Source: an optimization exercise on an open RTL-to-GDS flow (aim: small area, a short achievable clock period and few clock cycles). Production flows keep margins and buffers that such runs may drop.
The RTL was checked by simulation tests, not by an equivalence proof against the original design.
Power is estimated from default activity; no workload was simulated.

$ cat flow/flow/run.sh
#!/bin/bash
set -euo pipefail
export BUFFER_PORTS_ARGS="-buffer_cell sky130_fd_sc_hd__buf_2"
bash standard.sh > standard_flow.log 2>&1
$ cat flow/standard.sh
#!/bin/bash
# synth_recipe.tcl (not shown) runs the flow's synth.tcl, then flattens the netlist and writes it again
# the make line also repeats each setting of config.mk as NAME=value (left out here)
make -C /OpenROAD-flow-scripts/flow DESIGN_CONFIG=/design/flow/config.mk WORK_HOME=/design/flow/orfs CLKGATE_MAP_FILE= SYNTH_SCRIPT=/design/flow/synth_recipe.tcl "${@:-finish}"
$ cat flow/config.mk
export PLATFORM = sky130hd
export DESIGN_NAME = bounded_fifo_with_remove_by_value
export DESIGN_NICKNAME = bounded_fifo_with_remove_by_value
export VERILOG_FILES = /design/flow/design.v
export SDC_FILE = /design/flow/constraint.sdc
export NUM_CORES = 4
export LEC_CHECK = 0
export CAP_MARGIN = 20
export CORE_MARGIN = 2
export CORE_UTILIZATION = 40
export SETUP_SLACK_MARGIN = 2.8
export SLEW_MARGIN = 20
export TNS_END_PERCENT = 0
$ cat flow/constraint.sdc
create_clock -name core_clock -period 5.0 [get_ports {clk_i}]
set_input_delay 1.0000 -clock core_clock [delete_from_list [all_inputs] [get_ports {clk_i}]]
set_output_delay 1.0000 -clock core_clock [all_outputs]
set_load 0.01 [all_outputs]
$ cat flow/design.v
package bfrv_pkg;
  localparam int unsigned MODE_W   = 2;
  localparam int unsigned VALUE_W  = 32;
  localparam int unsigned STATUS_W = 2;
  localparam int unsigned OCC_W    = 5;
  localparam int unsigned LIMIT_W  = 5;
  localparam int unsigned DEPTH_DEF      = 16;
  localparam int unsigned DATA_WIDTH_DEF = 32;
  localparam logic [LIMIT_W-1:0] LIMIT_RESET = 5'd16;
  localparam logic [MODE_W-1:0] MODE_PUSH   = 2'd0;
  localparam logic [MODE_W-1:0] MODE_POP    = 2'd1;
  localparam logic [MODE_W-1:0] MODE_REMOVE = 2'd2;
  localparam logic [STATUS_W-1:0] ST_DONE      = 2'd0;
  localparam logic [STATUS_W-1:0] ST_FULL      = 2'd1;
  localparam logic [STATUS_W-1:0] ST_EMPTY     = 2'd2;
  localparam logic [STATUS_W-1:0] ST_NOT_FOUND = 2'd3;
  typedef struct packed {
    logic [MODE_W-1:0]  mode;
    logic [VALUE_W-1:0] value;
  } req_t;
  typedef struct packed {
    logic [STATUS_W-1:0] status;
    logic [VALUE_W-1:0]  popped_value;
    logic [OCC_W-1:0]    occupancy;
  } rsp_t;
  typedef struct packed {
    logic load;     
    logic shift;    
    logic cmp_en;   
  } cell_ctrl_t;
endpackage
import bfrv_pkg::*;
module bfrv_cell #(
  parameter int unsigned DATA_WIDTH = DATA_WIDTH_DEF
) (
  input  logic                  clk_i,
  input  logic                  shift_i,     
  input  logic [DATA_WIDTH-1:0] prev_i,      
  input  logic [DATA_WIDTH-1:0] cmp_data_i,  
  output logic [DATA_WIDTH-1:0] data_o,
  output logic                  eq_o
);
  logic [DATA_WIDTH-1:0] data_q;
  always_ff @(posedge clk_i) begin
    if (shift_i) begin
      data_q <= prev_i;
    end
  end
  assign data_o = data_q;
  assign eq_o   = (data_q == cmp_data_i);
endmodule
import bfrv_pkg::*;
module bfrv_seek #(
  parameter int unsigned DEPTH = DEPTH_DEF
) (
  input  logic [DEPTH-1:0] req_i,
  output logic [DEPTH-1:0] onehot_o
);
  always_comb begin
    for (int i = 0; i < DEPTH; i++) begin
      onehot_o[i] = req_i[i];
      for (int j = i + 1; j < DEPTH; j++) begin
        onehot_o[i] = onehot_o[i] & ~req_i[j];
      end
    end
  end
endmodule
import bfrv_pkg::*;
module bounded_fifo_with_remove_by_value #(
  parameter int unsigned DEPTH      = DEPTH_DEF,
  parameter int unsigned DATA_WIDTH = DATA_WIDTH_DEF
) (
  input  logic               clk_i,
  input  logic               rst_ni,
  input  logic               cfg_we_i,
  input  logic [LIMIT_W-1:0] cfg_wdata_i,
  input  logic               in_valid_i,
  output logic               in_stall_o,
  input  logic [MODE_W+VALUE_W-1:0]          in_word_i,
  output logic               out_valid_o,
  input  logic               out_stall_i,
  output logic [STATUS_W+VALUE_W+OCC_W-1:0] out_word_o
);
  localparam int unsigned CNT_W = $clog2(DEPTH + 1);
  localparam int unsigned CMP_W = (CNT_W > LIMIT_W) ? CNT_W : LIMIT_W;
  localparam int unsigned RSP_W = STATUS_W + VALUE_W + OCC_W;
  logic [MODE_W-1:0]     mode0;
  logic [DATA_WIDTH-1:0] val0;
  logic                  v1_q;
  logic [MODE_W-1:0]     mode1_q;
  logic [DATA_WIDTH-1:0] val1_q;
  logic [DEPTH-1:0]      m1_q;
  logic                  r1_free;
  logic                  stall_q;
  logic                  pr_q;         
  logic [DEPTH-1:0]      vld_q, vld_d;
  logic [CNT_W-1:0]      cnt_q, cnt_d;
  logic [LIMIT_W-1:0]    limit_q;
  logic                  room_q, room_d;    
  logic                  any_q, any_d;      
  logic [DATA_WIDTH-1:0] cell_data [DEPTH];
  logic [DEPTH-1:0]      cell_eq;
  logic [DEPTH-1:0]      below_full;        
  logic [DEPTH-1:0]      shift_en;
  logic [DEPTH-1:0]      m_next;
  logic                  eq01;
  logic                  fire;
  logic                  is_push, is_pop, is_remove;
  logic                  push_ok, dec;
  logic [DEPTH-1:0]      old_q, old_d;      
  logic [DEPTH-1:0]      next_old;          
  logic                  old_clr;
  logic [DEPTH-1:0]      hit_oh, hit_vec, clr;
  logic                  found;
  logic                  room_inc, room_dec;
  logic [STATUS_W-1:0]   res_status;
  logic [VALUE_W-1:0]    res_value;
  logic [RSP_W-1:0]      res;
  logic                  ov_q, sv_q, sv_d;
  logic [RSP_W-1:0]      ow_q, sw_q;
  logic                  deliver;
  assign r1_free    = ~stall_q;
  assign in_stall_o = stall_q;
  assign mode0      = in_word_i[MODE_W+VALUE_W-1:VALUE_W];
  assign val0       = DATA_WIDTH'(in_word_i[VALUE_W-1:0]);
  assign eq01       = (val0 == val1_q);
  for (genvar i = 0; i < DEPTH; i++) begin : g_fwd
    if (i == 0) begin : g_first
      assign m_next[i] = shift_en[i] ? eq01 : cell_eq[i];
    end else begin : g_rest
      assign m_next[i] = shift_en[i] ? cell_eq[i-1] : cell_eq[i];
    end
  end
  always_ff @(posedge clk_i or negedge rst_ni) begin
    if (!rst_ni) begin
      v1_q <= 1'b0;
    end else if (r1_free) begin
      v1_q <= in_valid_i;
    end
  end
  always_ff @(posedge clk_i) begin
    if (r1_free) begin
      mode1_q <= mode0;
      val1_q  <= val0;
      m1_q    <= m_next;
    end
  end
  assign fire      = v1_q & ~sv_q;
  assign is_push   = (mode1_q == MODE_PUSH);
  assign is_pop    = (mode1_q == MODE_POP);
  assign is_remove = (mode1_q == MODE_REMOVE);
  assign push_ok   = pr_q & ~sv_q;
  always_comb begin
    for (int i = 0; i < DEPTH; i++) begin
      below_full[i] = 1'b1;
      for (int j = 0; j < i; j++) begin
        below_full[i] = below_full[i] & vld_q[j];
      end
    end
  end
  assign shift_en = {DEPTH{push_ok}} & below_full;
  for (genvar i = 0; i < DEPTH; i++) begin : g_cell
    logic [DATA_WIDTH-1:0] prev;
    if (i == 0) begin : g_first
      assign prev = val1_q;
    end else begin : g_rest
      assign prev = cell_data[i-1];
    end
    bfrv_cell #(
      .DATA_WIDTH (DATA_WIDTH)
    ) u_cell (
      .clk_i      (clk_i),
      .shift_i    (shift_en[i]),
      .prev_i     (prev),
      .cmp_data_i (val0),
      .data_o     (cell_data[i]),
      .eq_o       (cell_eq[i])
    );
  end
  bfrv_seek #(.DEPTH(DEPTH)) u_next_old (
    .req_i    (vld_q & ~old_q),
    .onehot_o (next_old)
  );
  assign old_clr = (is_pop & any_q) | (is_remove & ((m1_q & old_q) != '0));
  always_comb begin
    old_d = old_q;
    if (is_push && room_q) begin
      if (!any_q) begin
        old_d = DEPTH'(1);
      end else begin
        for (int i = 1; i < DEPTH; i++) begin
          old_d[i] = below_full[i] ? old_q[i-1] : old_q[i];
        end
        old_d[0] = 1'b0;
      end
    end else if (old_clr) begin
      old_d = next_old;
    end
  end
  always_ff @(posedge clk_i or negedge rst_ni) begin
    if (!rst_ni) begin
      old_q <= '0;
    end else if (fire) begin
      old_q <= old_d;
    end
  end
  assign hit_vec = m1_q & vld_q;
  assign found   = |hit_vec;
  bfrv_seek #(.DEPTH(DEPTH)) u_hit (
    .req_i    (hit_vec),
    .onehot_o (hit_oh)
  );
  always_comb begin
    clr = '0;
    if (is_pop)    clr = old_q;
    if (is_remove) clr = hit_oh;
  end
  always_comb begin
    for (int i = 0; i < DEPTH; i++) begin
      if (shift_en[i]) begin
        vld_d[i] = (i == 0) ? 1'b1 : vld_q[(i == 0) ? 0 : i-1];
      end else begin
        vld_d[i] = vld_q[i] & ~clr[i];
      end
    end
  end
  always_comb begin
    res_value = '0;
    for (int i = 0; i < DEPTH; i++) begin
      res_value = res_value | ({VALUE_W{old_q[i]}} & VALUE_W'(cell_data[i]));
    end
    if (!is_pop) res_value = '0;
  end
  assign dec      = (is_pop & any_q) | (is_remove & found);
  assign room_inc = (CNT_W'(cnt_q + CNT_W'(1)) < CNT_W'(DEPTH))
                    & (CMP_W'(cnt_q + CNT_W'(1)) < CMP_W'(limit_q));
  assign room_dec = (CMP_W'(cnt_q) <= CMP_W'(DEPTH)) & (CMP_W'(cnt_q) <= CMP_W'(limit_q));
  always_comb begin
    cnt_d  = cnt_q;
    room_d = room_q;
    any_d  = any_q;
    if (is_push && room_q) begin
      cnt_d  = cnt_q + CNT_W'(1);
      room_d = room_inc;
      any_d  = 1'b1;
    end else if (dec) begin
      cnt_d  = cnt_q - CNT_W'(1);
      room_d = room_dec;
      any_d  = (cnt_q != CNT_W'(1));
    end
  end
  always_comb begin
    res_status = ST_DONE;
    if (is_push && !room_q)      res_status = ST_FULL;
    if (is_pop && !any_q)        res_status = ST_EMPTY;
    if (is_remove && !found)     res_status = ST_NOT_FOUND;
  end
  assign res = {res_status, res_value, OCC_W'(cnt_d)};
  always_ff @(posedge clk_i or negedge rst_ni) begin
    if (!rst_ni) begin
      vld_q <= '0;
      cnt_q <= '0;
      any_q <= 1'b0;
    end else if (fire) begin
      vld_q <= vld_d;
      cnt_q <= cnt_d;
      any_q <= any_d;
    end
  end
  always_ff @(posedge clk_i or negedge rst_ni) begin
    if (!rst_ni) begin
      limit_q <= LIMIT_RESET;
    end else if (cfg_we_i) begin
      limit_q <= cfg_wdata_i;
    end
  end
  logic room_next;
  always_comb begin
    room_next = room_q;
    if (cfg_we_i) begin
      room_next = (cnt_q < CNT_W'(DEPTH)) & (CMP_W'(cnt_q) < CMP_W'(cfg_wdata_i));
    end else if (fire) begin
      room_next = room_d;
    end
  end
  always_ff @(posedge clk_i or negedge rst_ni) begin
    if (!rst_ni) begin
      room_q <= 1'b1;
      pr_q   <= 1'b0;
    end else begin
      room_q <= room_next;
      if (r1_free) begin
        pr_q <= in_valid_i & (mode0 == MODE_PUSH) & room_next;
      end
    end
  end
  assign out_valid_o = ov_q;
  assign out_word_o  = ow_q;
  assign deliver     = ov_q & ~out_stall_i;
  always_comb begin
    sv_d = sv_q;
    if (sv_q) begin
      if (deliver) sv_d = 1'b0;
    end else if (fire && ov_q && !deliver) begin
      sv_d = 1'b1;
    end
  end
  always_ff @(posedge clk_i or negedge rst_ni) begin
    if (!rst_ni) begin
      ov_q    <= 1'b0;
      sv_q    <= 1'b0;
      stall_q <= 1'b0;
    end else begin
      sv_q <= sv_d;
      if (!ov_q || deliver) begin
        ov_q <= sv_q | fire;
      end
      stall_q <= sv_d & (r1_free ? in_valid_i : v1_q);
    end
  end
  always_ff @(posedge clk_i) begin
    if (!ov_q || deliver) begin
      ow_q <= sv_q ? sw_q : res;
    end
    if (!sv_q && fire && ov_q && !deliver) begin
      sw_q <= res;
    end
  end
endmodule
==> results of run 1 <==
==> metal layers <==
layer  GRT usage [%]  vias to the layer above  wire, um
met1           47.55                    12140     55480
met4           19.14                       14     10190
met2           50.93                     2338     62350
met3           13.77                      503     23500
li1                -                     9287         -
met5               0                        -        88
==> critical path, cell delays in order (launching register included) <==
cell and delay, ns:
dfrtp_1 0.54, a222oi_1 0.37, buf_4 0.21, nand4_1 0.23
o21ai_4 0.36, nand3_2 0.14, xnor2_1 0.19, mux2_2 0.27
==> power breakdown <==
part           total (mW)  leakage (nW)  internal (mW)  switching [mW]
Sequential           7.36          6.49           6.70           0.658
Clock                6.07          1.26           3.53            2.55
Combinational        4.78          4.44           1.59            3.19
Total                18.2          12.2           11.8            6.39
==> through the flow <==
stage	util (%)	instance area [um^2]
after floorplan	-	32710
after global placement	42.31	34080
after detailed placement	42.33	34100
after CTS	46.99	37850
after global routing	47.01	37870
final	47.02	37880
==> how the worst max path moves through the flow <==
stage | start | end | slack, ns | cells past startpoint
after floorplan | vld_q[2] | g_cell[10].u_cell.data_q[0] | 1.87 | 4
after global placement | vld_q[0] | g_cell[15].u_cell.data_q[23] | 1.35 | 5
after detailed placement | vld_q[0] | g_cell[13].u_cell.data_q[9] | 1.39 | 6
after CTS | m1_q[4] | ow_q[0] | 2.63 | 6
after global routing | m1_q[11] | ow_q[2] | 2.38 | 7
final | vld_q[13] | ow_q[0] | 2.45 | 7
==> cell usage in the layout (no fill, tap or decap), drive strengths merged, types with 5 or more instances in the layout <==
cell,netlist,routed
clkinvlp,0,11
mux2,42,42
a32oi,12,12
dfrtp,47,47
a221oi,102,102
xnor2,501,501
o31ai,6,6
bufinv,0,14
and2,7,8
inv,25,26
clkbuf,84,87
a22o,101,101
nor4,48,48
nor2,24,26
a21oi,12,12
nand2,83,83
a22oi,76,76
nor2b,15,15
o21ai,44,44
ha,17,17
or3,5,5
nand2b,13,13
clkinv,0,28
buf,77,177
nand3,21,21
mux2i,14,14
nand4,133,133
and3,36,38
edfxtp,640,640
xor2,53,53
a31oi,59,59
nor3,8,8
==> cell families (layout without fill, tap and decap cells) <==
family / after synthesis / in the layout / synth area share [%]
xor+xnor: 554 / 554 / 14.89
compound gates: 435 / 435 / 10.34
simple gates: 406 / 411 / 7.070
other cells: 0 / 3 / 0
fa+ha+maj: 17 / 17 / 0.6525
flops: 689 / 689 / 62.73
mux: 56 / 56 / 1.892
buf+inv: 186 / 344 / 2.430
==> state kept, by name, indices dropped and copies added (netlist names) <==
signal / flops
g_cell.u_cell.data_q: 512
old_q: 16
room_q: 1
pr_q: 1
mode1_q: 2
sv_q: 1
stall_q: 1
sw_q: 39
val1_q: 32
any_q: 1
m1_q: 16
ow_q: 39
v1_q: 1
limit_q: 5
vld_q: 16
ov_q: 1
cnt_q: 5
==> final cells by class <==
type	count	area, um^2
tap	1060	1326
clock buffer	87	1964
timing repair buffer	178	1368
fill	7052	42670
inverter	25	140.1
multi-input combinational	1473	11890
clock inverter	54	664.4
antenna	3	7.507
sequential	689	20510
==> timing repair <==
action | 4_1_cts | 5_1_grt
pin swaps | 15 | 2
endpoints found under the setup margin | 560 | 434
buffers inserted | 49 | 2
resized for setup | 115 | 1
gates cloned | 6 | 0
==> results.sh, run 1 <==
export IMPL_place_ws_ns=1.389
export IMPL_ctsRootBufferMaster="clkbuf_16"
export IMPL_critPathRequiredTime_ns=5.40
export IMPL_start_util_pct=40.47
export IMPL_final_setup_tns_ns=0
export IMPL_ctsHoldBuffers=0
export IMPL_syn_inst=2343
export IMPL_first_pass_iters=6
export IMPL_rr_worst_depth=7
export IMPL_cts_buffers=77
export IMPL_via_per_inst=6.803
export IMPL_grt_pass1_vias=22620
export IMPL_holdWs_ns=0.4686
export IMPL_synth_main_ff_cell="edfxtp_1"
export IMPL_fin_skew_ns=0.04072
export IMPL_dp_cells=3368
export IMPL_synth_cell_types=73
export IMPL_synth_common_cells="edfxtp_1, xnor2_1, nand4_1, a221oi_1, a22o_1"
export IMPL_startpoint_type="flip-flop"
export IMPL_crit_path_max_fanout=7
export IMPL_cp_data_arrival_time_ns=2.95
export IMPL_p_leak_nw=12.20
export IMPL_syn2layout_area_growth_pct=16.19
export IMPL_hold_path_class="input pin to async pin"
export IMPL_synth_edf_count=640
export IMPL_die_h_um=289.5
export IMPL_vias=24280
export IMPL_tightest_slew_ns=0.9639
export IMPL_dieArea_um2=83790
export IMPL_maxSlewHeadroom_pct=35.28
export IMPL_maxCapViolations=0
export IMPL_synth_top_area_share_pct=58.96
export IMPL_rsz0062_at_grt="true"
export IMPL_fmax_mhz=392.2
export IMPL_routed_wl_um=151600
export IMPL_synth_area_leader_cell="edfxtp_1"
export IMPL_total_power_mw=18.21
export IMPL_core_area_um2=80550
export IMPL_antenna_found_initial=12
export IMPL_timing_rr_end="ow_q[0]"
export IMPL_routedWlPerCell_um=42.48
export IMPL_ir_drop_v=0.0002862
export IMPL_critPathKind="flip-flop to flip-flop"
export IMPL_cts_sinks=689
export IMPL_period_share_pct=50.99
export IMPL_drv_slew=0
export IMPL_end_kind="flip-flop"
export IMPL_gp_congestion=1.104
export IMPL_grt_usage_pct=35.96
export IMPL_cts_max_path_buffers=3
export IMPL_drc_errors=0
export IMPL_setup_viol=0
export IMPL_syn_nets=2404
export IMPL_ff2ff_setup_slack_ns=2.45
export IMPL_p_per_area_nw_per_um2=480.9
export IMPL_num_rows=104
export IMPL_synth_warnings=4
export IMPL_dr_first_iter_drc_count=4395
export IMPL_die_w_um=289.5
export IMPL_worst_slack_ns=2.451
export IMPL_yosysMostFrequentCell="edfxtp_1"
export IMPL_finalHoldViolCount=0
export IMPL_ys_seq_area_share_pct=62.73
export IMPL_netlist_area_um2=32600
export IMPL_cts_max_level=3
export IMPL_hpwlAfterDp_um=102500
export IMPL_synth_seq_cells=689
export IMPL_grt_overflow=0
export IMPL_nets=2505
export IMPL_grt_pass1_wl_um=201800
export IMPL_stdcell_count=3569
export IMPL_post_route_min_period_ns=2.549
export IMPL_grt_max_degree=50
export IMPL_ios=85
export IMPL_io_buffers=84
export IMPL_clkLatencyLatePin_ns=0.66
export IMPL_ant_nets=0
export IMPL_syn_area_per_cell_um2=13.91
export IMPL_tritoncts="built"
export IMPL_drive_gt1_share_pct=18.24
export IMPL_clkTransAtPathRegs_ns=0.06
export IMPL_async_flop_share_pct=7.112
export IMPL_synthTopCellsByArea="edfxtp_1, xnor2_1, dfrtp_1"
export IMPL_r2r_start="vld_q[13]"
export IMPL_status="timing/DRC/antenna clean"
Testbench counts, summed over its fixed seeds: cycles 12,016.
==> inputs of run 2 (changes only) <==
--- a/flow/config.mk
+++ b/flow/config.mk
@@ -8,6 +8,9 @@
 export CAP_MARGIN = 20
 export CORE_MARGIN = 2
 export CORE_UTILIZATION = 40
+export CTS_CLUSTER_DIAMETER = 100
+export CTS_CLUSTER_SIZE = 18
+export PLACE_DENSITY = 0.8
 export SETUP_SLACK_MARGIN = 2.8
 export SLEW_MARGIN = 20
 export TNS_END_PERCENT = 0
==> run 2 against run 1 <==
  * Still clean
  * Sequential share of layout area grew 2.7 points
  * Core utilization shrank 2.3 points
  * Combinational power decreased by 3%
  * Sequential power down 3.9%
  * First-iteration DRC count increased by 8.7%
  * Synthesized cell count unchanged
  * Final cell count is 2.9% lower
  * Global-route usage down 2.4 points
  * Clock power shrank about 40%
  * Non-clock buffer count decreased by 13
  * Die area stayed put
  * Wire length is 6.1% lower
  * Largest cell class unchanged
==> results.sh, run 2 <==
export IMPL_status="timing/DRC/antenna clean"
export IMPL_start_util_pct=40.47
export IMPL_ir_drop_v=0.0002945
export IMPL_hpwlAfterDp_um=101200
export IMPL_met3_length_um=22320
export IMPL_final_setup_tns_ns=0
export IMPL_maxCapViolations=0
export IMPL_async_flop_share_pct=7.112
export IMPL_grt_pass1_wl_um=191100
export IMPL_gp_congestion=1.134
export IMPL_end_kind="flip-flop"
export IMPL_io_buffers=84
export IMPL_cts_max_path_buffers=3
export IMPL_cts_sinks=689
export IMPL_syn_nets=2404
export IMPL_crit_path_max_fanout=18
export IMPL_routed_wl_um=142400
export IMPL_synth_warnings=4
export IMPL_drc_errors=0
export IMPL_die_h_um=289.5
export IMPL_power_switching_share_pct=36.09
export IMPL_netlist_area_um2=32600
export IMPL_drive_gt1_share_pct=14.28
export IMPL_m1WireLength_um=51310
export IMPL_syn_inst=2343
export IMPL_clkTransAtPathRegs_ns=0.09
export IMPL_startpoint_type="input pin"
export IMPL_postLayoutCellArea_um2=35990
export IMPL_tightest_slew_ns=1.101
export IMPL_final_common_cell="edfxtp_1"
export IMPL_cts_max_level=2
export IMPL_fin_skew_ns=0.02373
export IMPL_nets=2455
export IMPL_seqPwrFrac_pct=46.1
export IMPL_p_leak_nw=11.38
export IMPL_top_register="g_cell.u_cell.data_q"
export IMPL_synth_top_family_by_area="XOR/XNOR gates"
export IMPL_dr_first_iter_drc_count=4778
export IMPL_routedWlPerCell_um=41.08
export IMPL_hold_path_class="flip-flop to flip-flop"
export IMPL_via_per_inst=6.912
export IMPL_total_power_mw=15.32
export IMPL_synth_cell_types=73
export IMPL_largest_reg_flops=512
export IMPL_die_w_um=289.5
export IMPL_power_switching_mw=5.529
export IMPL_top_regs="g_cell.u_cell.data_q: 512 flops, ow_q: 39 flops, sw_q: 39 flops"
export IMPL_critPathRequiredTime_ns=5.47
export IMPL_synth_top_area_share_pct=58.96
export IMPL_synth_seq_cells=689
export IMPL_critPathKind="input pin to flip-flop"
export IMPL_core_area_um2=80550
export IMPL_combPwrFrac_pct=30.2
export IMPL_drv_slew=0
export IMPL_p_per_area_nw_per_um2=425.7
export IMPL_synth_common_cells="edfxtp_1, xnor2_1, nand4_1, a221oi_1, a22o_1"
export IMPL_cp_data_arrival_time_ns=3.11
export IMPL_place_area_um2=34240
export IMPL_ctsRootBufferMaster="clkbuf_16"
export IMPL_p_int_mw=9.791
export IMPL_synth_main_ff_cell="edfxtp_1"
export IMPL_yosysMostFrequentCell="edfxtp_1"
export IMPL_grt_usage_pct=33.52
export IMPL_ys_seq_area_share_pct=62.73
export IMPL_ant_nets=0
export IMPL_syn_area_per_cell_um2=13.91
export IMPL_synth_compound_area_share_pct=10.34
export IMPL_period_share_pct=52.97
export IMPL_synthTopCellsByArea="edfxtp_1, xnor2_1, dfrtp_1"
export IMPL_highest_layer="met5"
export IMPL_fmax_mhz=377.6
export IMPL_clkLatencyLatePin_ns=0.62
export IMPL_layout_common_cells="edfxtp_1, xnor2_1, nand4_1, a221oi_1, a22o_1"
export IMPL_maxSlewHeadroom_pct=26.59
export IMPL_met2WireLength_um=58290
export IMPL_syn2layout_area_growth_pct=10.41
export IMPL_grt_max_degree=50
export IMPL_post_route_min_period_ns=2.649
export IMPL_first_pass_iters=9
export IMPL_grt_pass1_vias=21900
export IMPL_synthMuxAreaShare_pct=1.892
export IMPL_setup_viol=0
export IMPL_tritoncts="built"
export IMPL_grt_overflow=0
export IMPL_yosys_area_share_adder_pct=0.6525
export IMPL_stdcell_count=3466
export IMPL_rsz0062_at_grt="true"
export IMPL_finalHoldViolCount=0
export IMPL_synth_edf_count=640
export IMPL_antenna_found_initial=10
export IMPL_synthSimpleGateAreaFrac_pct=7.070
export IMPL_synth_area_leader_cell="edfxtp_1"
export IMPL_num_rows=104
export IMPL_ios=85
export IMPL_cts_buffers=44
export IMPL_power_share_clock_pct=23.7
export IMPL_dieArea_um2=83790
export IMPL_synth_xor_area_share_pct=14.89
export IMPL_dp_cells=3386
export IMPL_vias=23960
==> run 2: cell types whose count changed in the layout (fill, tap and decap cells not counted), moves of 8 or more <==
| cell | before | now |
|---|---|---|
| bufinv_16 | 14 | 0 |
| a31oi_1 | 45 | 53 |
| clkbuf_16 | 77 | 45 |
| dfrtp_4 | 16 | 5 |
| clkbuf_4 | 0 | 9 |
| clkinv_2 | 11 | 0 |
| buf_2 | 80 | 68 |
| clkinv_1 | 15 | 0 |
==> run 2: through the flow <==
step / hold WS [ns] / util, % / setup slack (ns)
final: 0.4758 / 44.68 / 2.351
after global routing: 0.4819 / 44.67 / 2.486
after CTS: 0.4698 / 44.55 / 2.568
after detailed placement: 0.4570 / 42.51 / 1.582
after global placement: 0.4510 / 42.46 / 1.539
after floorplan: 0.4473 / - / 1.867
==> run 2: final cells by class <==
| type | instances | area [um^2] |
|---|---|---|
| repair buffers | 165 | 1202 |
| fillers | 7113 | 44560 |
| repair inverters | 1 | 7.507 |
| multi-input cells | 1468 | 11680 |
| clock inverters | 2 | 17.52 |
| well taps | 1060 | 1326 |
| flip-flops and latches | 689 | 20480 |
| clock buffers | 52 | 1152 |
| diodes | 4 | 10.01 |
| inverters | 25 | 116.4 |
==> run 2: cell families (layout without fill, tap and decap cells) <==
family,Yosys count,in the layout
mux,56,56
xor+xnor,554,554
simple gates,406,406
buf+inv,186,245
flops,689,689
other cells,0,4
compound gates,435,435
fa+ha+maj,17,17
==> run 2: critical path, stage by stage <==
cell      delay, ns
clkbuf_4       0.26
xnor2_1        0.51
nand4_1        0.35
nor4_1         0.62
nand2_1        0.19
mux2i_1        0.17
==> run 2: path summary, 6_finish.rpt <==
kind	from	endpoint	slack, ns	cells after the start
min in group asynchronous	rst_ni	limit_q[3]	0.49	2
hold reg to reg	val1_q[26]	g_cell[0].u_cell.data_q[26]	0.48	0
setup reg to reg	old_q[0]	ow_q[8]	2.43	6
setup / recovery	in_word_i[20]	m1_q[8]	2.35	6
max in group asynchronous	rst_ni	old_q[12]	3.94	2
hold / removal	val1_q[26]	g_cell[0].u_cell.data_q[26]	0.48	0
==> run 2: layer usage <==
layer / GRT usage [%] / vias to the layer above
met5: 0.8523 / -
met4: 17.62 / 16
met3: 11.69 / 531
met2: 47.79 / 2477
met1: 44.86 / 11800
li1: - / 9133
==> run 2: power groups by stage <==
stage	clock network, mW	registers, mW	logic (mW)
2_1_floorplan	0	6.95	2.50
3_3_place_gp	0	7.32	3.99
3_5_place_dp	0	7.32	4.01
4_1_cts	3.61	7.04	4.37
5_1_grt	3.80	7.09	4.62
6_report	3.63	7.07	4.62
==> run 2: timing repair <==
action	4_1_cts	5_1_grt
cloned	1	0
setup endpoints to repair	592	462
pin swaps	3	2
resized for setup	61	23
hold buffers	0	0
setup buffers	20	1
==> inputs of run 3 (changes only) <==
--- a/flow/config.mk
+++ b/flow/config.mk
@@ -8,9 +8,9 @@
 export CAP_MARGIN = 20
 export CORE_MARGIN = 2
 export CORE_UTILIZATION = 40
-export CTS_CLUSTER_DIAMETER = 100
-export CTS_CLUSTER_SIZE = 18
+export CTS_CLUSTER_DIAMETER = 80
+export CTS_CLUSTER_SIZE = 22
 export PLACE_DENSITY = 0.8
-export SETUP_SLACK_MARGIN = 2.8
+export SETUP_SLACK_MARGIN = 3.6
 export SLEW_MARGIN = 20
 export TNS_END_PERCENT = 0
==> run 3 against run 2 <==
  * Global-route usage up 0.59 points
  * Final area up 1.9%
  * Clock power about the same
  * Total power up 1.5%
  * Core utilization up 0.85 points
  * Final cell count up 0.95%
  * Register-to-register slack better by 0.18 ns
  * Die area unchanged
  * Via count up 0.96%
==> results.sh, run 3 <==
export IMPL_grt_met1_usage_pct=45.23
export IMPL_cp_data_arrival_time_ns=2.88
export IMPL_cts_max_path_buffers=3
export IMPL_nets=2480
export IMPL_crit_buf_inv=1
export IMPL_hold_path_depth=0
export IMPL_period_share_pct=48.41
export IMPL_grt_pass1_vias=22200
export IMPL_fmax_mhz=413.1
export IMPL_place_area_um2=34240
export IMPL_synth_area_leader_cell="edfxtp_1"
export IMPL_maxSlewHeadroom_pct=26.27
export IMPL_ff2ff_setup_slack_ns=2.61
export IMPL_synth_main_ff_cell="edfxtp_1"
export IMPL_ant_nets=0
export IMPL_rr_worst_depth=5
export IMPL_crit_path_max_fanout=18
export IMPL_netlist_area_um2=32600
export IMPL_antenna_found_initial=7
export IMPL_worst_slack_ns=2.580
export IMPL_ctsRootBufferMaster="clkbuf_16"
export IMPL_stdcell_count=3499
export IMPL_r2r_start="old_q[12]"
export IMPL_synth_cell_types=73
export IMPL_largest_reg_flops=512
export IMPL_top_register="g_cell.u_cell.data_q"
export IMPL_final_setup_tns_ns=0
export IMPL_synthTopCellsByArea="edfxtp_1, xnor2_1, dfrtp_1"
export IMPL_num_rows=104
export IMPL_cts_sinks=689
export IMPL_grt_max_degree=50
export IMPL_setup_viol=0
export IMPL_status="timing/DRC/antenna clean"
export IMPL_p_leak_nw=11.70
export IMPL_postLayoutCellArea_um2=36670
export IMPL_multiInputGateArea_um2=11970
export IMPL_grt_pass1_wl_um=194000
export IMPL_routed_wl_um=144700
export IMPL_async_flop_share_pct=7.112
export IMPL_syn_nets=2404
export IMPL_use_met2_pct=48.81
export IMPL_grt_overflow=0
export IMPL_fin_skew_ns=0.02854
export IMPL_startpoint_type="input pin"
export IMPL_ios=85
export IMPL_rsz0062_at_grt="true"
export IMPL_cts_max_level=2
export IMPL_ys_seq_area_share_pct=62.73
export IMPL_path_cells="buf_4 -> xnor2_1 -> nand4_1 -> nor4_1 -> nand2_1 -> mux2i_1"
export IMPL_layout_common_cells="edfxtp_1, xnor2_1, nand4_1, buf_4, a22o_1"
export IMPL_register_area_um2=20480
export IMPL_clkTransAtPathRegs_ns=0.10
export IMPL_total_power_mw=15.56
export IMPL_timing_rr_end="ow_q[34]"
export IMPL_syn_inst=2343
export IMPL_dr_first_iter_drc_count=5138
export IMPL_max_stage_delay_ns=0.51
export IMPL_syn2layout_area_growth_pct=12.51
export IMPL_routedWlPerCell_um=41.36
export IMPL_start_util_pct=40.47
export IMPL_p_per_area_nw_per_um2=424.2
export IMPL_post_route_min_period_ns=2.421
export IMPL_fillers=7055
export IMPL_clkLatencyLatePin_ns=0.62
export IMPL_final_common_cell="edfxtp_1"
export IMPL_first_pass_iters=11
export IMPL_ir_drop_v=0.0003041
export IMPL_hold_path_end="g_cell[0].u_cell.data_q[14]"
export IMPL_met3_usage_pct=12.45
export IMPL_grt_usage_pct=34.11
export IMPL_critPathRequiredTime_ns=5.46
export IMPL_tritoncts="built"
export IMPL_syn_area_per_cell_um2=13.91
export IMPL_via_per_inst=6.913
export IMPL_hpwlAfterDp_um=101200
export IMPL_dp_cells=3386
export IMPL_synth_top_area_share_pct=58.96
export IMPL_tightest_slew_ns=1.106
export IMPL_synth_seq_cells=689
export IMPL_yosysMostFrequentCell="edfxtp_1"
export IMPL_hp_start="val1_q[14]"
export IMPL_synth_warnings=4
export IMPL_cp_slowest_cell="xnor2_1"
export IMPL_place_ws_ns=1.582
export IMPL_drc_errors=0
export IMPL_drive_gt1_share_pct=17.24
export IMPL_top_regs="g_cell.u_cell.data_q: 512 flops, ow_q: 39 flops, sw_q: 39 flops"
export IMPL_grt_busiest_layer="met2"
export IMPL_critPathKind="input pin to flip-flop"
export IMPL_die_h_um=289.5
export IMPL_maxCapViolations=0
export IMPL_hold_path_class="flip-flop to flip-flop"
export IMPL_drv_slew=0
export IMPL_synth_common_cells="edfxtp_1, xnor2_1, nand4_1, a221oi_1, a22o_1"
export IMPL_gp_congestion=1.134
export IMPL_core_area_um2=80550
export IMPL_cts_buffers=40
export IMPL_die_w_um=289.5
export IMPL_synth_edf_count=640
export IMPL_worst_path_dominant_cell_family="simple AND/OR/NAND/NOR gates"
export IMPL_vias=24190
export IMPL_finalHoldViolCount=0
export IMPL_end_kind="flip-flop"
export IMPL_dieArea_um2=83790
export IMPL_io_buffers=84
## run 3: changes by cell type in the layout (fill, tap and decap cells not counted), moves of 7 or more
cell,delta
clkbuf_4,-8
buf_4,+34
xnor2_1,-17
buf_2,-14
xnor2_2,+17
buf_12,+8
buf_6,+7
## run 3: worst register-to-register path: cells and delay by family (launching register included)
| kind | cells | cell delay (ns) |
|---|---|---|
| AO/OA/AOI/OAI | 3 | 0.91 |
| flip-flops | 1 | 0.58 |
| multiplexers | 1 | 0.34 |
| buffers and inverters | 1 | 0.32 |
## run 3: logic make-up (layout without fill, tap and decap cells)
family	after synthesis	after routing	synth area share (%)
adder cells (fa/ha/maj)	17	17	0.6525
buffers and inverters	186	277	2.430
AND/OR/NAND/NOR	406	408	7.070
other	0	3	0
flip-flops	689	689	62.73
AO/OA/AOI/OAI	435	435	10.34
multiplexers	56	56	1.892
XOR/XNOR	554	554	14.89
## run 3: how the worst max path moves through the flow
stage	start	to	slack [ns]	cells past startpoint
2_1_floorplan	vld_q[2]	g_cell[10].u_cell.data_q[0]	1.87	4
3_3_place_gp	in_word_i[22]	m1_q[0]	1.54	6
3_5_place_dp	in_word_i[0]	m1_q[0]	1.58	6
4_1_cts	m1_q[12]	ow_q[0]	2.73	7
5_1_grt	m1_q[12]	ow_q[0]	2.57	8
6_report	in_word_i[17]	m1_q[10]	2.58	6
## run 3: power breakdown
part | total (mW) | leakage (nW) | switching [mW] | internal (mW)
Clock | 3.63 | 0.584 | 2.03 | 1.60
Sequential | 7.06 | 6.50 | 0.389 | 6.67
Combinational | 4.87 | 4.62 | 3.25 | 1.62
## run 3: cell type report
type | instances | share of cell area (%)
repair inverters | 1 | 0.02047
flip-flops and latches | 689 | 55.85
multi-input cells | 1470 | 32.64
well taps | 1060 | 3.617
clock buffers | 46 | 2.876
repair buffers | 192 | 4.275
inverters | 25 | 0.3173
clock inverters | 13 | 0.3889
diodes | 3 | 0.02047
## run 3: repair_timing
action                                  in CTS  in global routing
pin swaps                                    8                  8
hold buffers                                 0                  0
setup buffers                               42                  6
endpoints found under the setup margin     817                818
cloned                                       3                  0
gates resized for setup                    143                 16
## run 3: through the flow
step | hold WS, ns | utilization (%)
final | 0.4755 | 45.53
after global routing | 0.4849 | 45.52
after CTS | 0.4769 | 45.34
after detailed placement | 0.4570 | 42.51
after global placement | 0.4510 | 42.46
after floorplan | 0.4473 | -
## run 3: routing by layer
metal | share of wire (%) | vias up | routed length (um)
li1 | - | 9210 | -
met1 | 35 | 11920 | 51350
met2 | 41 | 2522 | 59260
met3 | 16 | 530 | 23680
met4 | 7.2 | 10 | 10360
met5 | 0.048 | - | 69
==> inputs of run 4 (changes only) <==
--- a/flow/config.mk
+++ b/flow/config.mk
@@ -11,6 +11,6 @@
 export CTS_CLUSTER_DIAMETER = 80
 export CTS_CLUSTER_SIZE = 22
 export PLACE_DENSITY = 0.8
-export SETUP_SLACK_MARGIN = 3.6
+export SETUP_SLACK_MARGIN = 3.3
 export SLEW_MARGIN = 20
 export TNS_END_PERCENT = 0
==> run 4 against run 3 <==
  * Global-route usage did not move
  * Synthesized area did not move
  * Core utilization did not move
  * Synthesized cell count did not move
  * Critical endpoint unchanged
  * Clock power barely moved
  * Sequential share of layout area did not move
  * Critical path depth did not move
  * Sequential cell count did not move
  * Sequential power barely moved
  * Setup slack did not move
==> results.sh, run 4 <==
export IMPL_place_area_um2=34240
export IMPL_hold_path_class="flip-flop to flip-flop"
export IMPL_r2r_start="old_q[12]"
export IMPL_top_regs="g_cell.u_cell.data_q: 512 flops, ow_q: 39 flops, sw_q: 39 flops"
export IMPL_syn_inst=2343
export IMPL_routed_wl_um=144700
export IMPL_yosysMostFrequentCell="edfxtp_1"
export IMPL_synth_area_leader_cell="edfxtp_1"
export IMPL_start_util_pct=40.47
export IMPL_cts_max_path_buffers=3
export IMPL_ios=85
export IMPL_cts_sinks=689
export IMPL_power_switching_mw=5.670
export IMPL_power_switching_share_pct=36.45
export IMPL_dr_first_iter_drc_count=5138
export IMPL_path_cells="buf_4 -> xnor2_1 -> nand4_1 -> nor4_1 -> nand2_1 -> mux2i_1"
export IMPL_cts_max_level=2
export IMPL_die_h_um=289.5
export IMPL_status="timing/DRC/antenna clean"
export IMPL_max_stage_delay_ns=0.51
export IMPL_maxSlewHeadroom_pct=26.27
export IMPL_fillers=7055
export IMPL_ff2ff_setup_slack_ns=2.61
export IMPL_syn_area_per_cell_um2=13.91
export IMPL_seqPwrFrac_pct=45.4
export IMPL_grt_pass1_wl_um=194000
export IMPL_cts_buffers=40
export IMPL_async_flop_share_pct=7.112
export IMPL_first_pass_iters=11
export IMPL_finalHoldViolCount=0
export IMPL_via_per_inst=6.913
export IMPL_combPwrFrac_pct=31.3
export IMPL_drc_errors=0
export IMPL_synth_seq_cells=689
export IMPL_tritoncts="built"
export IMPL_synth_common_cells="edfxtp_1, xnor2_1, nand4_1, a221oi_1, a22o_1"
export IMPL_hpwlAfterDp_um=101200
export IMPL_critPathKind="input pin to flip-flop"
export IMPL_antenna_found_initial=7
export IMPL_io_buffers=84
export IMPL_synth_cell_types=73
export IMPL_cp_slowest_cell="xnor2_1"
export IMPL_vias=24190
export IMPL_netlist_area_um2=32600
export IMPL_post_route_min_period_ns=2.421
export IMPL_syn2layout_area_growth_pct=12.51
export IMPL_largest_reg_flops=512
export IMPL_critPathRequiredTime_ns=5.46
export IMPL_final_common_cell="edfxtp_1"
export IMPL_ant_nets=0
export IMPL_routedWlPerCell_um=41.36
export IMPL_synthTopCellsByArea="edfxtp_1, xnor2_1, dfrtp_1"
export IMPL_cp_startpoint="in_word_i[17]"
export IMPL_ctsHoldBuffers=0
export IMPL_p_leak_nw=11.70
export IMPL_startpoint_type="input pin"
export IMPL_synth_main_ff_cell="edfxtp_1"
export IMPL_dieArea_um2=83790
export IMPL_tightest_slew_ns=1.106
export IMPL_clkLatencyLatePin_ns=0.62
export IMPL_postLayoutCellArea_um2=36670
export IMPL_period_share_pct=48.41
export IMPL_worst_slack_ns=2.580
export IMPL_place_ws_ns=1.582
export IMPL_setup_viol=0
export IMPL_num_rows=104
export IMPL_ir_drop_v=0.0003041
export IMPL_crit_path_max_fanout=18
export IMPL_gp_congestion=1.134
export IMPL_grt_usage_pct=34.11
export IMPL_die_w_um=289.5
export IMPL_final_setup_tns_ns=0
export IMPL_top_register="g_cell.u_cell.data_q"
export IMPL_ys_seq_area_share_pct=62.73
export IMPL_p_int_mw=9.887
export IMPL_drv_slew=0
export IMPL_synth_top_area_share_pct=58.96
export IMPL_end_kind="flip-flop"
export IMPL_nets=2480
export IMPL_power_share_clock_pct=23.3
export IMPL_maxCapViolations=0
export IMPL_grt_pass1_vias=22200
export IMPL_drive_gt1_share_pct=17.24
export IMPL_ctsRootBufferMaster="clkbuf_16"
export IMPL_core_area_um2=80550
export IMPL_rsz0062_at_grt="true"
export IMPL_grt_max_degree=50
export IMPL_fmax_mhz=413.1
export IMPL_layout_common_cells="edfxtp_1, xnor2_1, nand4_1, buf_4, a22o_1"
export IMPL_p_per_area_nw_per_um2=424.2
export IMPL_clkTransAtPathRegs_ns=0.10
export IMPL_synth_edf_count=640
export IMPL_hp_start="val1_q[14]"
export IMPL_cp_data_arrival_time_ns=2.88
export IMPL_fin_skew_ns=0.02854
export IMPL_syn_nets=2404
export IMPL_synth_warnings=4
export IMPL_grt_overflow=0
## run 4: final timing paths
| path | to | cells after the start |
|---|---|---|
| max | m1_q[10] | 6 |
| min | g_cell[0].u_cell.data_q[14] | 0 |
| max reg2reg | ow_q[34] | 5 |
| min reg2reg | g_cell[0].u_cell.data_q[14] | 0 |
| max in group asynchronous | old_q[14] | 2 |
| min in group asynchronous | limit_q[2] | 2 |
## run 4: area by class of cell
type                       count  area [um^2]  area share, %
sequential                   689        20480          55.85
multi-input combinational   1470        11970          32.64
timing repair buffer         192         1568          4.275
tap                         1060         1326          3.617
clock buffer                  46         1055          2.876
clock inverter                13        142.6         0.3889
inverter                      25        116.4         0.3173
timing repair inverter         1        7.507        0.02047
antenna                        3        7.507        0.02047
## run 4: metrics by stage
stage               util [%]  power, mW  hold slack (ns)  std cells
finish                 45.53      15.56           0.4755       3499
detailed placement     42.51      11.33           0.4570       3386
floorplan                  -      9.454           0.4473       2343
CTS                    45.34      15.22           0.4769       3490
global route           45.52      15.73           0.4849       3496
global placement       42.46      11.31           0.4510       3384
## run 4: critical path: cells and delay by family
| kind | cells | cell delay [ns] |
|---|---|---|
| and+or+nand+nor | 3 | 0.93 |
| xor gates and xnor gates | 1 | 0.51 |
| buffers and inverters | 1 | 0.21 |
| muxes | 1 | 0.20 |
## run 4: layer usage
metal / global-route usage (%) / vias to the layer above / part of all wire [%]
li1: - / 9210 / -
met1: 45.23 / 11920 / 35
met2: 48.81 / 2522 / 41
met3: 12.45 / 530 / 16
met4: 17.87 / 10 / 7.2
met5: 0 / - / 0.048
## run 4: power by group through the flow
| stage | logic, mW | clock network, mW | registers (mW) |
|---|---|---|---|
| floorplan | 2.50 | 0 | 6.95 |
| global placement | 3.99 | 0 | 7.32 |
| detailed placement | 4.01 | 0 | 7.32 |
| CTS | 4.57 | 3.62 | 7.03 |
| global route | 4.87 | 3.79 | 7.08 |
| finish | 4.87 | 3.63 | 7.06 |
## run 4: cells by family (layout without fill, tap and decap cells)
kind of cell / after synthesis / count (layout) / synth area share [%]
buf+inv: 186 / 277 / 2.430
other cells: 0 / 3 / 0
xor+xnor: 554 / 554 / 14.89
mux: 56 / 56 / 1.892
fa+ha+maj: 17 / 17 / 0.6525
compound gates: 435 / 435 / 10.34
flops: 689 / 689 / 62.73
simple gates: 406 / 408 / 7.070
## run 4: repair_timing
item / 4_1_cts / 5_1_grt
gates cloned: 3 / 0
setup endpoints to repair: 747 / 734
setup buffers: 42 / 6
gates resized for setup: 143 / 16
pin swaps: 8 / 8
==> inputs of run 5 (changes only) <==
--- a/flow/config.mk
+++ b/flow/config.mk
@@ -5,12 +5,12 @@
 export SDC_FILE = /design/flow/constraint.sdc
 export NUM_CORES = 4
 export LEC_CHECK = 0
-export CAP_MARGIN = 20
+export CAP_MARGIN = 10
 export CORE_MARGIN = 2
 export CORE_UTILIZATION = 40
 export CTS_CLUSTER_DIAMETER = 80
 export CTS_CLUSTER_SIZE = 22
 export PLACE_DENSITY = 0.8
-export SETUP_SLACK_MARGIN = 3.3
-export SLEW_MARGIN = 20
+export SETUP_SLACK_MARGIN = 3.0
+export SLEW_MARGIN = 10
 export TNS_END_PERCENT = 0
==> run 5 against run 4 <==
  * Clock power up 5.8%
  * Core utilization is 0.075 points higher
  * Total power is 1.2% higher
  * Setup slack improved by 0.0092 ns
  * Combinational power is essentially flat
  * Sequential share of layout area shrank 0.095 points
  * Critical path depth rose by 2
  * Final area is 0.16% higher
  * Synthesized cell count unchanged
  * Sequential power barely moved
  * Synthesized area unchanged
  * Worst hold slack better by 0.00072 ns
==> results.sh, run 5 <==
export IMPL_io_buffers=84
export IMPL_top_regs="g_cell.u_cell.data_q: 512 flops, ow_q: 39 flops, sw_q: 39 flops"
export IMPL_maxSlewHeadroom_pct=28.03
export IMPL_first_pass_iters=9
export IMPL_dr_first_iter_drc_count=4759
export IMPL_final_common_cell="edfxtp_1"
export IMPL_synth_area_leader_cell="edfxtp_1"
export IMPL_synth_main_ff_cell="edfxtp_1"
export IMPL_drv_slew=0
export IMPL_hpwlAfterDp_um=100900
export IMPL_grt_usage_pct=34.12
export IMPL_grt_max_degree=50
export IMPL_synth_edf_count=640
export IMPL_p_leak_nw=11.71
export IMPL_fillers=7003
export IMPL_core_area_um2=80550
export IMPL_layout_common_cells="edfxtp_1, xnor2_1, nand4_1, buf_4, a22o_1"
export IMPL_max_stage_delay_ns=0.53
export IMPL_rsz0062_at_grt="true"
export IMPL_ant_nets=0
export IMPL_cts_max_level=2
export IMPL_nets=2478
export IMPL_p_per_area_nw_per_um2=428.8
export IMPL_synthMuxAreaShare_pct=1.892
export IMPL_tightest_slew_ns=1.080
export IMPL_crit_path_max_fanout=7
export IMPL_synth_compound_area_share_pct=10.34
export IMPL_die_w_um=289.5
export IMPL_synthTopCellsByArea="edfxtp_1, xnor2_1, dfrtp_1"
export IMPL_status="timing/DRC/antenna clean"
export IMPL_crit_buf_inv=2
export IMPL_fmax_mhz=414.7
export IMPL_yosys_area_share_adder_pct=0.6525
export IMPL_register_area_um2=20480
export IMPL_fin_skew_ns=0.02316
export IMPL_cp_slowest_cell="edfxtp_1"
export IMPL_startpoint_type="flip-flop"
export IMPL_clkTransAtPathRegs_ns=0.10
export IMPL_via_per_inst=6.934
export IMPL_synth_common_cells="edfxtp_1, xnor2_1, nand4_1, a221oi_1, a22o_1"
export IMPL_grt_pass1_wl_um=194100
export IMPL_holdWs_ns=0.4762
export IMPL_final_setup_tns_ns=0
export IMPL_cp_data_arrival_time_ns=2.77
export IMPL_synthSimpleGateAreaFrac_pct=7.070
export IMPL_ir_drop_v=0.0002803
export IMPL_synth_seq_cells=689
export IMPL_ff2ff_setup_slack_ns=2.59
export IMPL_top_register="g_cell.u_cell.data_q"
export IMPL_start_util_pct=40.47
export IMPL_syn_nets=2404
export IMPL_netlist_area_um2=32600
export IMPL_syn2layout_area_growth_pct=12.69
export IMPL_cts_max_path_buffers=3
export IMPL_async_flop_share_pct=7.112
export IMPL_synth_warnings=4
export IMPL_synth_cell_types=73
export IMPL_tritoncts="built"
export IMPL_cts_sinks=689
export IMPL_post_route_min_period_ns=2.411
export IMPL_antenna_found_initial=16
export IMPL_worst_path_dominant_cell_family="compound AO/OA/AOI/OAI gates"
export IMPL_setup_viol=0
export IMPL_largest_reg_flops=512
export IMPL_critPathRequiredTime_ns=5.36
export IMPL_post_route_util_pct=45.60
export IMPL_gp_congestion=1.134
export IMPL_ios=85
export IMPL_period_share_pct=48.23
export IMPL_grt_overflow=0
export IMPL_synth_top_family_by_area="XOR/XNOR gates"
export IMPL_routedWlPerCell_um=41.36
export IMPL_synth_top_area_share_pct=58.96
export IMPL_grt_pass1_vias=22230
export IMPL_vias=24250
export IMPL_syn_area_per_cell_um2=13.91
export IMPL_multiInputGateArea_um2=12010
export IMPL_yosysMostFrequentCell="edfxtp_1"
export IMPL_dp_cells=3384
export IMPL_num_rows=104
export IMPL_end_kind="flip-flop"
export IMPL_ys_seq_area_share_pct=62.73
export IMPL_maxCapViolations=0
export IMPL_finalHoldViolCount=0
export IMPL_hold_path_class="flip-flop to flip-flop"
export IMPL_stdcell_count=3498
export IMPL_dieArea_um2=83790
export IMPL_routed_wl_um=144700
export IMPL_drive_gt1_share_pct=17.33
export IMPL_clkLatencyLatePin_ns=0.63
export IMPL_cts_buffers=41
export IMPL_die_h_um=289.5
export IMPL_drc_errors=0
export IMPL_syn_inst=2343
export IMPL_synth_xor_area_share_pct=14.89
export IMPL_path_cells="a222oi_1 -> nand4_1 -> buf_4 -> o21ai_4 -> buf_12 -> nand3_4 -> xnor2_2 -> mux2_2"
export IMPL_ctsRootBufferMaster="clkbuf_16"
export IMPL_critPathKind="flip-flop to flip-flop"
[run 5: cell counts after synthesis]
No cell type changed its count.
[run 5: worst paths after layout]
| kind | startpoint | to | cells past startpoint |
|---|---|---|---|
| worst max-delay path | m1_q[12] | ow_q[0] | 8 |
| min in group asynchronous | rst_ni | limit_q[3] | 2 |
| worst min-delay path | val1_q[23] | g_cell[0].u_cell.data_q[23] | 0 |
| max in group asynchronous | rst_ni | old_q[12] | 2 |
| worst min register to register | val1_q[23] | g_cell[0].u_cell.data_q[23] | 0 |
| worst max register to register | m1_q[12] | ow_q[0] | 8 |
[run 5: per-stage QoR]
stage	cell area (um^2)	total power, mW	worst slack (ns)
floorplan	32710	9.454	1.867
global route	36730	15.92	2.556
detailed placement	34200	11.33	1.559
CTS	36620	15.40	2.748
global placement	34200	11.31	1.539
finish	36730	15.75	2.589
[run 5: cell families (layout without fill, tap and decap cells)]
group / after synthesis / after routing
flip-flops: 689 / 689
XOR/XNOR: 554 / 554
AO/OA/AOI/OAI: 435 / 435
AND/OR/NAND/NOR: 406 / 409
buffers and inverters: 186 / 275
multiplexers: 56 / 56
adder cells (fa/ha/maj): 17 / 17
other: 0 / 3
[run 5: routing by layer]
layer / global-route usage (%) / up-vias / share of wire [%] / routed length [um]
li1: - / 9193 / - / -
met1: 44.78 / 11900 / 35 / 51250
met2: 49.15 / 2520 / 41 / 59360
met3: 13.06 / 615 / 16 / 23510
met4: 17.31 / 22 / 7.2 / 10410
met5: 0 / - / 0.10 / 149
[run 5: worst reg2reg max path, cell delays in order (launching register included)]
cell and delay [ns]:
edfxtp_1 0.53, a222oi_1 0.48, nand4_1 0.13, buf_4 0.19
o21ai_4 0.14, buf_12 0.14, nand3_4 0.11, xnor2_2 0.17
mux2_2 0.26
[run 5: cell type report]
cell class,instances,share of cell area (%)
Antenna cell,3,0.02044
Clock buffer,44,2.940
Clock inverter,17,0.5961
Inverter,25,0.3236
Multi-Input combinational cell,1471,32.69
Sequential cell,689,55.75
Tap cell,1060,3.611
Timing Repair Buffer,187,4.030
Timing Repair inverter,2,0.04087
[run 5: timing repair]
action	4_1_cts	5_1_grt
pin swaps	10	5
resized for setup	153	16
endpoints found under the setup margin	720	602
setup buffers	44	1
cloned	5	0
hold buffers	0	0
[run 5: power breakdown]
part / switching (mW) / internal (mW)
Sequential: 0.393 / 6.67
Clock: 2.08 / 1.75
Combinational: 3.24 / 1.61
==> inputs of run 6 (changes only) <==
--- a/flow/config.mk
+++ b/flow/config.mk
@@ -5,12 +5,12 @@
 export SDC_FILE = /design/flow/constraint.sdc
 export NUM_CORES = 4
 export LEC_CHECK = 0
-export CAP_MARGIN = 10
+export CAP_MARGIN = 20
 export CORE_MARGIN = 2
 export CORE_UTILIZATION = 40
-export CTS_CLUSTER_DIAMETER = 80
-export CTS_CLUSTER_SIZE = 22
+export CTS_CLUSTER_DIAMETER = 90
+export CTS_CLUSTER_SIZE = 20
 export PLACE_DENSITY = 0.8
 export SETUP_SLACK_MARGIN = 3.0
-export SLEW_MARGIN = 10
+export SLEW_MARGIN = 20
 export TNS_END_PERCENT = 0
==> run 6 against run 5 <==
  * Total power down 2.2%
  * Global-route usage decreased by 0.085 points
  * Count of clock-buffer cells in the layout increased by 5
  * Die area unchanged
  * Critical path depth is 1 lower
  * Sequential cell count unchanged
  * First-iteration DRC count is 2.6% higher
  * Still clean
  * Synthesized area unchanged
==> results.sh, run 6 <==
export IMPL_synthMuxAreaShare_pct=1.892
export IMPL_crit_path_max_fanout=18
export IMPL_stdcell_count=3492
export IMPL_yosys_area_share_adder_pct=0.6525
export IMPL_fin_skew_ns=0.04061
export IMPL_synth_top_family_by_area="XOR/XNOR gates"
export IMPL_startpoint_type="input pin"
export IMPL_num_rows=104
export IMPL_nets=2480
export IMPL_top_regs="g_cell.u_cell.data_q: 512 flops, ow_q: 39 flops, sw_q: 39 flops"
export IMPL_dp_cells=3386
export IMPL_dieArea_um2=83790
export IMPL_synth_edf_count=640
export IMPL_clkLatencyLatePin_ns=0.63
export IMPL_synth_seq_cells=689
export IMPL_ys_seq_area_share_pct=62.73
export IMPL_cts_sinks=689
export IMPL_post_route_min_period_ns=2.418
export IMPL_grt_max_degree=50
export IMPL_grt_usage_pct=34.04
export IMPL_syn_area_per_cell_um2=13.91
export IMPL_maxCapViolations=0
export IMPL_synthSimpleGateAreaFrac_pct=7.070
export IMPL_synth_main_ff_cell="edfxtp_1"
export IMPL_synth_xor_area_share_pct=14.89
export IMPL_synth_cell_types=73
export IMPL_critPathRequiredTime_ns=5.45
export IMPL_netlist_area_um2=32600
export IMPL_routed_wl_um=144400
export IMPL_routedWlPerCell_um=41.36
export IMPL_first_pass_iters=6
export IMPL_grt_pass1_vias=22130
export IMPL_tritoncts="built"
export IMPL_worst_path_dominant_cell_family="simple AND/OR/NAND/NOR gates"
export IMPL_synth_warnings=4
export IMPL_clkTransAtPathRegs_ns=0.09
export IMPL_hold_path_class="flip-flop to flip-flop"
export IMPL_yosysMostFrequentCell="edfxtp_1"
export IMPL_path_cells="buf_4 -> xnor2_1 -> nand4_1 -> nor4_1 -> buf_4 -> nand2_1 -> mux2i_1"
export IMPL_via_per_inst=6.908
export IMPL_max_stage_delay_ns=0.43
export IMPL_fmax_mhz=413.5
export IMPL_cts_max_path_buffers=3
export IMPL_die_w_um=289.5
export IMPL_cp_data_arrival_time_ns=2.87
export IMPL_end_kind="flip-flop"
export IMPL_postLayoutCellArea_um2=36590
export IMPL_ant_nets=0
export IMPL_synth_top_area_share_pct=58.96
export IMPL_critPathMostFrequentCell="buf_4"
export IMPL_vias=24120
export IMPL_synth_common_cells="edfxtp_1, xnor2_1, nand4_1, a221oi_1, a22o_1"
export IMPL_cts_buffers=41
export IMPL_fillers=7072
export IMPL_drive_gt1_share_pct=17.19
export IMPL_total_power_mw=15.40
export IMPL_maxSlewHeadroom_pct=26.23
export IMPL_final_common_cell="edfxtp_1"
export IMPL_ctsRootBufferMaster="clkbuf_16"
export IMPL_hpwlAfterDp_um=101200
export IMPL_p_leak_nw=11.66
export IMPL_p_per_area_nw_per_um2=420.9
export IMPL_synth_area_leader_cell="edfxtp_1"
export IMPL_status="timing/DRC/antenna clean"
export IMPL_synth_compound_area_share_pct=10.34
export IMPL_dr_first_iter_drc_count=4885
export IMPL_critPathKind="input pin to flip-flop"
export IMPL_ios=85
export IMPL_n_antenna_cell=0
export IMPL_drv_slew=0
export IMPL_antenna_found_initial=5
export IMPL_cp_slowest_cell="xnor2_1"
export IMPL_layout_common_cells="edfxtp_1, xnor2_1, nand4_1, buf_4, a22o_1"
export IMPL_rsz0062_at_grt="true"
export IMPL_gp_congestion=1.134
export IMPL_async_flop_share_pct=7.112
export IMPL_cts_max_level=2
export IMPL_finalHoldViolCount=0
export IMPL_ir_drop_v=0.0002979
export IMPL_synthTopCellsByArea="edfxtp_1, xnor2_1, dfrtp_1"
export IMPL_crit_buf_inv=2
export IMPL_ctsHoldBuffers=0
export IMPL_die_h_um=289.5
export IMPL_io_buffers=84
export IMPL_core_area_um2=80550
export IMPL_syn2layout_area_growth_pct=12.25
export IMPL_top_register="g_cell.u_cell.data_q"
export IMPL_setup_viol=0
export IMPL_period_share_pct=48.37
export IMPL_grt_overflow=0
export IMPL_final_setup_tns_ns=0
export IMPL_holdWs_ns=0.4732
export IMPL_grt_pass1_wl_um=193600
export IMPL_drc_errors=0
export IMPL_tightest_slew_ns=1.107
export IMPL_syn_nets=2404
export IMPL_largest_reg_flops=512
export IMPL_place_area_um2=34240
export IMPL_start_util_pct=40.47
export IMPL_syn_inst=2343
[run 6: cell counts after synthesis]
No cell type changed its count.
[run 6: metal layers]
| layer | vias up | share of wire, % | track usage (%) |
|---|---|---|---|
| li1 | 9191 | - | - |
| met1 | 11880 | 35 | 44.85 |
| met2 | 2513 | 41 | 49.05 |
| met3 | 525 | 16 | 12.21 |
| met4 | 10 | 7.3 | 18.09 |
| met5 | - | 0.043 | 0.1136 |
[run 6: worst paths after layout]
check	from	to	slack, ns	cells past startpoint
setup / recovery	in_word_i[2]	m1_q[10]	2.58	7
hold / removal	val1_q[25]	g_cell[0].u_cell.data_q[25]	0.47	0
min in group asynchronous	rst_ni	limit_q[2]	0.52	2
setup reg to reg	m1_q[12]	ow_q[0]	2.63	8
max in group asynchronous	rst_ni	old_q[14]	3.91	2
hold reg to reg	val1_q[25]	g_cell[0].u_cell.data_q[25]	0.47	0
[run 6: timing repair]
action	4_1_cts	5_1_grt
gates cloned	2	0
pin swaps	8	4
setup buffers	44	4
resized for setup	140	24
setup endpoints to repair	718	617
[run 6: logic make-up (layout without fill, tap and decap cells)]
family	Yosys count	count (layout)
AND/OR/NAND/NOR	406	407
adder cells (fa/ha/maj)	17	17
buffers and inverters	186	274
XOR/XNOR	554	554
AO/OA/AOI/OAI	435	435
multiplexers	56	56
flip-flops	689	689
[run 6: layout make-up]
cell class / instances / area [um^2] / area share (%)
multi-input cells: 1469 / 11980 / 32.74
repair buffers: 192 / 1530 / 4.182
repair inverters: 1 / 7.507 / 0.02052
clock buffers: 49 / 1099 / 3.002
clock inverters: 7 / 50.05 / 0.1368
well taps: 1060 / 1326 / 3.625
flip-flops and latches: 689 / 20480 / 55.98
inverters: 25 / 116.4 / 0.3180
[run 6: power breakdown]
group | internal (mW) | switching (mW) | total [mW] | leakage [nW]
sequential | 6.67 | 0.390 | 7.06 | 6.49
clock | 1.57 | 1.99 | 3.56 | 0.558
combinational | 1.58 | 3.20 | 4.78 | 4.61
total | 9.82 | 5.58 | 15.4 | 11.7
[run 6: per-stage QoR]
step	setup slack (ns)	utilization, %
detailed placement	1.582	42.51
global route	2.633	45.43
floorplan	1.867	-
global placement	1.539	42.46
CTS	2.732	45.22
finish	2.582	45.43
==> inputs of run 7 (changes only) <==
--- a/flow/config.mk
+++ b/flow/config.mk
@@ -8,8 +8,8 @@
 export CAP_MARGIN = 20
 export CORE_MARGIN = 2
 export CORE_UTILIZATION = 40
-export CTS_CLUSTER_DIAMETER = 90
-export CTS_CLUSTER_SIZE = 20
+export CTS_CLUSTER_DIAMETER = 70
+export CTS_CLUSTER_SIZE = 26
 export PLACE_DENSITY = 0.8
 export SETUP_SLACK_MARGIN = 3.0
 export SLEW_MARGIN = 20
==> run 7 against run 6 <==
  * Clock power increased by 9.3%
  * Register-to-register slack worse by 0.10 ns
  * Critical path type is now flip-flop to flip-flop
  * Wire length fell by 1.1%
  * Largest power group unchanged
  * Critical endpoint is now ow_q[34]
==> results.sh, run 7 <==
export IMPL_status="timing/DRC/antenna clean"
export IMPL_cp_slowest_cell="dfrtp_4"
export IMPL_rsz0062_at_grt="true"
export IMPL_met3_length_um=22930
export IMPL_synth_common_cells="edfxtp_1, xnor2_1, nand4_1, a221oi_1, a22o_1"
export IMPL_cts_buffers=40
export IMPL_grt_usage_pct=33.75
export IMPL_maxCapViolations=0
export IMPL_highest_layer="met5"
export IMPL_dieArea_um2=83790
export IMPL_p_leak_nw=11.60
export IMPL_stdcell_count=3491
export IMPL_gp_congestion=1.134
export IMPL_critPathKind="flip-flop to flip-flop"
export IMPL_vias=23910
export IMPL_ant_nets=0
export IMPL_drv_slew=0
export IMPL_drive_gt1_share_pct=16.19
export IMPL_worst_path_dominant_cell_family="compound AO/OA/AOI/OAI gates"
export IMPL_setup_viol=0
export IMPL_synth_warnings=4
export IMPL_dp_cells=3386
export IMPL_post_route_min_period_ns=2.475
export IMPL_synth_edf_count=640
export IMPL_clkLatencyLatePin_ns=0.64
export IMPL_core_area_um2=80550
export IMPL_finalHoldViolCount=0
export IMPL_first_pass_iters=9
export IMPL_hpwlAfterDp_um=101200
export IMPL_cp_startpoint="old_q[12]"
export IMPL_largest_reg_flops=512
export IMPL_place_ws_ns=1.582
export IMPL_post_route_util_pct=45.29
export IMPL_cts_sinks=689
export IMPL_netlist_area_um2=32600
export IMPL_ys_seq_area_share_pct=62.73
export IMPL_crit_buf_inv=1
export IMPL_via_per_inst=6.850
export IMPL_io_buffers=84
export IMPL_syn2layout_area_growth_pct=11.92
export IMPL_m1WireLength_um=51080
export IMPL_grt_pass1_vias=21930
export IMPL_cts_max_path_buffers=3
export IMPL_tightest_slew_ns=1.106
export IMPL_clkTransAtPathRegs_ns=0.09
export IMPL_routedWlPerCell_um=40.94
export IMPL_crit_path_max_fanout=18
export IMPL_synthTopCellsByArea="edfxtp_1, xnor2_1, dfrtp_1"
export IMPL_ios=85
export IMPL_p_per_area_nw_per_um2=429.2
export IMPL_grt_max_degree=50
export IMPL_start_util_pct=40.47
export IMPL_top_register="g_cell.u_cell.data_q"
export IMPL_synth_cell_types=73
export IMPL_synth_area_leader_cell="edfxtp_1"
export IMPL_end_kind="flip-flop"
export IMPL_die_w_um=289.5
export IMPL_multiInputGateArea_um2=11830
export IMPL_drc_errors=0
export IMPL_syn_area_per_cell_um2=13.91
export IMPL_async_flop_share_pct=7.112
export IMPL_r2r_start="old_q[12]"
export IMPL_hold_path_class="flip-flop to flip-flop"
export IMPL_max_stage_delay_ns=0.57
export IMPL_yosysMostFrequentCell="edfxtp_1"
export IMPL_synth_seq_cells=689
export IMPL_syn_nets=2404
export IMPL_cts_max_level=2
export IMPL_synth_main_ff_cell="edfxtp_1"
export IMPL_maxSlewHeadroom_pct=26.29
export IMPL_met2WireLength_um=58600
export IMPL_period_share_pct=49.50
export IMPL_num_rows=104
export IMPL_dr_first_iter_drc_count=4739
export IMPL_worst_slack_ns=2.525
export IMPL_final_common_cell="edfxtp_1"
export IMPL_critPathRequiredTime_ns=5.37
export IMPL_register_area_um2=20480
export IMPL_fillers=7084
export IMPL_nets=2462
export IMPL_grt_overflow=0
export IMPL_ctsRootBufferMaster="clkbuf_16"
export IMPL_hp_start="val1_q[13]"
export IMPL_syn_inst=2343
export IMPL_tritoncts="built"
export IMPL_die_h_um=289.5
export IMPL_fmax_mhz=404.1
export IMPL_final_setup_tns_ns=0
export IMPL_top_regs="g_cell.u_cell.data_q: 512 flops, ow_q: 39 flops, sw_q: 39 flops"
export IMPL_startpoint_type="flip-flop"
export IMPL_layout_common_cells="edfxtp_1, xnor2_1, nand4_1, a221oi_1, a22o_1"
export IMPL_routed_wl_um=142900
export IMPL_synth_top_area_share_pct=58.96
export IMPL_ir_drop_v=0.0002925
export IMPL_antenna_found_initial=11
export IMPL_grt_pass1_wl_um=192100
export IMPL_cp_data_arrival_time_ns=2.85
export IMPL_fin_skew_ns=0.03641
export IMPL_path_cells="buf_4 -> a22o_1 -> a221oi_1 -> a31oi_2 -> mux2_2"
==> run 7: cell counts after synthesis <==
Identical to the previous run, type by type.
==> run 7: layout make-up <==
type	count	area share (%)
Clock buffer	43	2.833
Antenna cell	3	0.02058
Inverter	25	0.3190
Sequential cell	689	56.13
Timing Repair inverter	1	0.02058
Timing Repair Buffer	175	3.701
Multi-Input combinational cell	1469	32.42
Tap cell	1060	3.635
Clock inverter	26	0.9157
==> run 7: worst paths after layout <==
kind                                          endpoint  cells past startpoint  slack, ns
max                                           ow_q[34]                      5       2.53
min                        g_cell[0].u_cell.data_q[13]                      0       0.48
max reg2reg                                   ow_q[34]                      5       2.53
min reg2reg                g_cell[0].u_cell.data_q[13]                      0       0.48
max in group asynchronous                    old_q[12]                      2       3.96
min in group asynchronous                     cnt_q[4]                      2       0.50
==> run 7: logic make-up (layout without fill, tap and decap cells) <==
kind of cell	count (synthesis)	after routing	synth area share, %
compound gates	435	435	10.34
fa+ha+maj	17	17	0.6525
other cells	0	3	0
mux	56	56	1.892
simple gates	406	407	7.070
flops	689	689	62.73
xor+xnor	554	554	14.89
buf+inv	186	270	2.430
==> run 7: repair_timing <==
item / 4_1_cts / 5_1_grt
setup buffers: 31 / 0
endpoints found under the setup margin: 718 / 618
pin swaps: 6 / 0
hold buffers: 0 / 0
gates resized for setup: 124 / 3
gates cloned: 2 / 0
==> run 7: worst reg2reg max path, delay by kind of cell (launching register included) <==
kind / cells / cell delay [ns]
compound gates: 3 / 0.97
flops: 1 / 0.57
mux: 1 / 0.39
buf+inv: 1 / 0.30
==> run 7: per-layer routing <==
layer / vias to the layer above / track usage (%)
li1: 9178 / -
met1: 11690 / 44.90
met2: 2498 / 48.10
met3: 533 / 12.35
met4: 18 / 17.69
met5: - / 0
==> run 7: power by group <==
part | total (mW) | internal, mW | switching (mW)
Clock | 3.89 | 1.71 | 2.18
Combinational | 4.71 | 1.56 | 3.15
Sequential | 7.06 | 6.67 | 0.390
==> run 7: through the flow <==
stage                     hold slack [ns]  area [um^2]  power, mW
after global placement             0.4510        34200      11.31
after detailed placement           0.4570        34240      11.33
after floorplan                    0.4473        32710      9.454
after global routing               0.4798        36470      15.86
final                              0.4776        36480      15.66
after CTS                          0.4737        36450      15.38

Re-timed with assumed drivers on the ports (clkbuf_16 on the clock, buf_2 on other inputs), run 7 has 2.525 ns of setup slack against 2.525 ns with ideal ports, and 1.926 ns once port delays also move by the mid clock arrival of 0.689 ns.
